Source: an optimization exercise on an open RTL-to-GDS flow (aim: small area). Production flows keep margins and buffers that such runs may drop.
In this exercise RTL edits were held to simulation tests only and were not proved equivalent to the original.
Power figures rest on the tool's default switching activity, not on a simulated workload.

Design virtualConsole, start of the top module:
module virtualConsole
(
    input  wire        clk,
    input  wire        reset,
    input  wire        uartRx,
    input  wire        readReq,
    input  wire  [2:0] readRow,
    input  wire  [3:0] readCol,
    input  wire  [2:0] readLine,
    output logic       readAck,
    output logic [7:0] glyphBits
);
    localparam logic [1:0] Ground = 2'd0;
    localparam logic [1:0] Escape = 2'd1;
    localparam logic [1:0] Csi    = 2'd2;
    localparam logic [1:0] CsiTwo = 2'd3;
    logic [7:0] frameCount;
    logic [7:0] shiftReg;
    logic       stopBit;
    logic       lastStop;
    assign stopBit  = frameCount[7] & frameCount[4];
    assign lastStop = stopBit & (frameCount[3:0] == 4'hF);
    always_ff @(posedge clk) begin
        if (reset) begin
            frameCount <= '0;
        end else if (frameCount == 8'd0) begin
            if (!uartRx) frameCount <= 8'd1;
        end else if ((frameCount == 8'd8 && uartRx) || lastStop) begin
            frameCount <= '0;
        end else begin
            frameCount <= frameCount + 8'd1;
        end
    end
    always_ff @(posedge clk) begin
        if (frameCount[3:0] == 4'd8 && !stopBit) begin
            shiftReg <= {uartRx, shiftReg[7:1]};
        end
  ...
Size: about 900 flip-flops, about 23 I/O pins.
==> flow/config.mk <==
export PLATFORM = sky130hd
export DESIGN_NAME = virtualConsole
export DESIGN_NICKNAME = virtualConsole
export VERILOG_FILES = /design/flow/design.v
export SDC_FILE = /design/flow/constraint.sdc
export NUM_CORES = 4
export LEC_CHECK = 0
export CAP_MARGIN = 20
export CORE_MARGIN = 2
export CORE_UTILIZATION = 70
export PLACE_DENSITY = 0.8
export SLEW_MARGIN = 20
==> flow/constraint.sdc <==
create_clock -name core_clock -period 5.0 [get_ports {clk}]
set_input_delay 1.0000 -clock core_clock [delete_from_list [all_inputs] [get_ports {clk}]]
set_output_delay 1.0000 -clock core_clock [all_outputs]
set_load 0.01 [all_outputs]
standard.sh (not shown) runs the stock make flow with config.mk's settings and CLKGATE_MAP_FILE= SYNTH_SCRIPT=/design/flow/synth_recipe.tcl, a recipe that flattens the netlist after the stock synthesis.
==> flow/flow/run.sh <==
#!/bin/bash
# Own layout flow: the standard ORFS flow (standard.sh), with
#  - the standard synthesis script, except that ABC maps the combinational
#    logic with an area-oriented script (flow/area.abc); registers are mapped
#    before ABC runs, so they keep the standard synthesis's names and cells
#  - no adder pre-mapping (ADDER_MAP_FILE empty), so ABC maps counters too
#  - port buffers of the smallest buffer cell
#  - clock tree options from flow/cts_args.txt
# Each tool's full output stays in orfs/logs/ and in the *.log files here.
set -euo pipefail
here=$(pwd)
# synthesis script: synth_recipe.tcl, sourcing a copy of ORFS's synth.tcl whose
# ABC call runs flow/area.abc instead of the speed script
sed 's|log_cmd abc {\*}\$abc_args|log_cmd abc -script $::env(AREA_ABC_SCRIPT) {*}[lrange $abc_args 2 end]|' \
  "$FLOW_HOME/scripts/synth.tcl" > "$here/synth_area.tcl"
grep -q 'AREA_ABC_SCRIPT' "$here/synth_area.tcl"
sed "s|source \$::env(SCRIPTS_DIR)/synth.tcl|source $here/synth_area.tcl|" \
  "$here/synth_recipe.tcl" > "$here/own_synth.tcl"
grep -q "synth_area.tcl" "$here/own_synth.tcl"
export AREA_ABC_SCRIPT="$here/flow/area.abc"
bash standard.sh \
  SYNTH_SCRIPT="$here/own_synth.tcl" \
  ADDER_MAP_FILE= \
  BUFFER_PORTS_ARGS="-buffer_cell sky130_fd_sc_hd__buf_1" \
  CTS_ARGS="$(cat "$here/flow/cts_args.txt")" \
  finish > "$here/standard.log" 2>&1
==> flow/flow/area.abc <==
strash
ifraig
scorr
dc2
strash
&get -n
&dch -f
&nf -R 1000 -F 10 -A 10
&put
topo
==> flow/flow/cts_args.txt <==
-sink_clustering_enable -repair_clock_nets -sink_clustering_size 20 -sink_clustering_max_diameter 60 -buf_list sky130_fd_sc_hd__clkbuf_8 -dont_use_dummy_load
Then changed:
==> flow/flow/cts_args.txt (replaced) <==
-sink_clustering_enable -repair_clock_nets -sink_clustering_size 21 -sink_clustering_max_diameter 50 -buf_list sky130_fd_sc_hd__clkbuf_8 -dont_use_dummy_load
=> The new run ran to the end with no violations; global-route usage came out higher by 0.54 points; critical path depth is unchanged; power stays flat; sequential share of layout area barely changes; clock-buffer cell count stays the same; sequential cell count does not change; die area does not change; worst hold slack got worse by 0.014 ns.
Then changed:
==> flow/run.sh (new file) <==
#!/bin/bash
# synth_recipe.tcl (not shown) runs the flow's synth.tcl, then flattens the netlist and writes it again
# the make line also repeats each setting of config.mk as NAME=value (left out here)
make -C /OpenROAD-flow-scripts/flow DESIGN_CONFIG=/design/flow/config.mk WORK_HOME=/design/flow/orfs CLKGATE_MAP_FILE= SYNTH_SCRIPT=/design/flow/synth_recipe.tcl finish
Settings changed: CTS_BUF_LIST set to sky130_fd_sc_hd__clkbuf_8, CTS_CLUSTER_DIAMETER set to 60, CTS_CLUSTER_SIZE set to 20.
removed: flow/flow/run.sh
removed: flow/flow/area.abc
removed: flow/flow/cts_args.txt
removed: flow/standard.sh
After rerunning: The new run completed without violations; design area is higher by about 5%; first-iteration DRC count falls by about 6%; maximum frequency increases by about 6%; cell count goes up by about 6.4%; global-route usage grows by 1.2 points; clock skew is about the same; synthesized cell count came out higher by 9.2%.
Then changed:
==> flow/flow/run.sh (new file) <==
#!/bin/bash
# Own layout flow: the standard ORFS flow (standard.sh), with
#  - the standard synthesis script, except that ABC maps the combinational
#    logic with an area-oriented script (flow/area.abc); registers are mapped
#    before ABC runs, so they keep the standard synthesis's names and cells
#  - no adder pre-mapping (ADDER_MAP_FILE empty), so ABC maps counters too
#  - port buffers of the smallest buffer cell
#  - clock tree options from flow/cts_args.txt
# Each tool's full output stays in orfs/logs/ and in the *.log files here.
set -euo pipefail
here=$(pwd)
# synthesis script: synth_recipe.tcl, sourcing a copy of ORFS's synth.tcl whose
# ABC call runs flow/area.abc instead of the speed script
sed 's|log_cmd abc {\*}\$abc_args|log_cmd abc -script $::env(AREA_ABC_SCRIPT) {*}[lrange $abc_args 2 end]|' \
  "$FLOW_HOME/scripts/synth.tcl" > "$here/synth_area.tcl"
grep -q 'AREA_ABC_SCRIPT' "$here/synth_area.tcl"
sed "s|source \$::env(SCRIPTS_DIR)/synth.tcl|source $here/synth_area.tcl|" \
  "$here/synth_recipe.tcl" > "$here/own_synth.tcl"
grep -q "synth_area.tcl" "$here/own_synth.tcl"
export AREA_ABC_SCRIPT="$here/flow/area.abc"
bash standard.sh \
  SYNTH_SCRIPT="$here/own_synth.tcl" \
  ADDER_MAP_FILE= \
  BUFFER_PORTS_ARGS="-buffer_cell sky130_fd_sc_hd__buf_1" \
  CTS_ARGS="$(cat "$here/flow/cts_args.txt")" \
  finish > "$here/standard.log" 2>&1
==> flow/flow/area.abc (new file) <==
strash
ifraig
scorr
dc2
strash
&get -n
&dch -f
&nf -R 1000 -F 10 -A 10
&put
topo
==> flow/flow/cts_args.txt (new file) <==
-sink_clustering_enable -repair_clock_nets -sink_clustering_size 20 -sink_clustering_max_diameter 60 -buf_list sky130_fd_sc_hd__clkbuf_8 -dont_use_dummy_load
==> flow/standard.sh (new file) <==
#!/bin/bash
# synth_recipe.tcl (not shown) runs the flow's synth.tcl, then flattens the netlist and writes it again
# the make line also repeats each setting of config.mk as NAME=value (left out here)
make -C /OpenROAD-flow-scripts/flow DESIGN_CONFIG=/design/flow/config.mk WORK_HOME=/design/flow/orfs CLKGATE_MAP_FILE= SYNTH_SCRIPT=/design/flow/synth_recipe.tcl "${@:-finish}"
Settings changed: CTS_BUF_LIST sky130_fd_sc_hd__clkbuf_8 to not set, CTS_CLUSTER_DIAMETER 60 to not set, CTS_CLUSTER_SIZE 20 to not set, GPL_TIMING_DRIVEN set to 0.
removed: flow/run.sh
Area after synthesis decreases by 4.5%.
Cell count decreases by 6.0%.
Setup slack loses 0.78 ns.
Wire length decreases by 11%.
Total power decreases by 2.6%.
Sequential power stays flat.
Design area decreases by 4.9%.
Hold slack loses 0.031 ns.

[re-timing with driven ports]
No port has a modelled driver above. Below, the same layouts with a new extraction and two added sets of constraints.
Step 1 (the two cells are an assumption about what drives the block):
set clk [get_ports {clk}]
set_driving_cell -lib_cell sky130_fd_sc_hd__clkbuf_16 $clk
set_driving_cell -lib_cell sky130_fd_sc_hd__buf_2 [delete_from_list [all_inputs] $clk]
Step 2 times the ports against the registers' clock, not the clock port: input delays grow and output delays shrink by t, the midpoint of the rising clock arrivals with the driver on.
Slacks: ideal / step 1 / step 2; pairs: ideal / step 1.
run | shift t [ns] | setup slack, ns | slew at the worst register clock pin (ns)
the first run | 0.626 | 1.481 / 1.489 / 0.863 | 0.11 / 0.11
the second run | 0.629 | 1.471 / 1.470 / 0.841 | 0.11 / 0.11
the third run | 0.649 | 1.670 / 1.666 / 1.017 | 0.12 / 0.12
the fourth run | 0.633 | 0.892 / 0.913 / 0.279 | 0.12 / 0.12
After both steps every run listed still meets setup and hold. For the third run, which loses most, drivers alone change the setup slack by -0.004 ns; drivers and shift together by -0.653 ns.
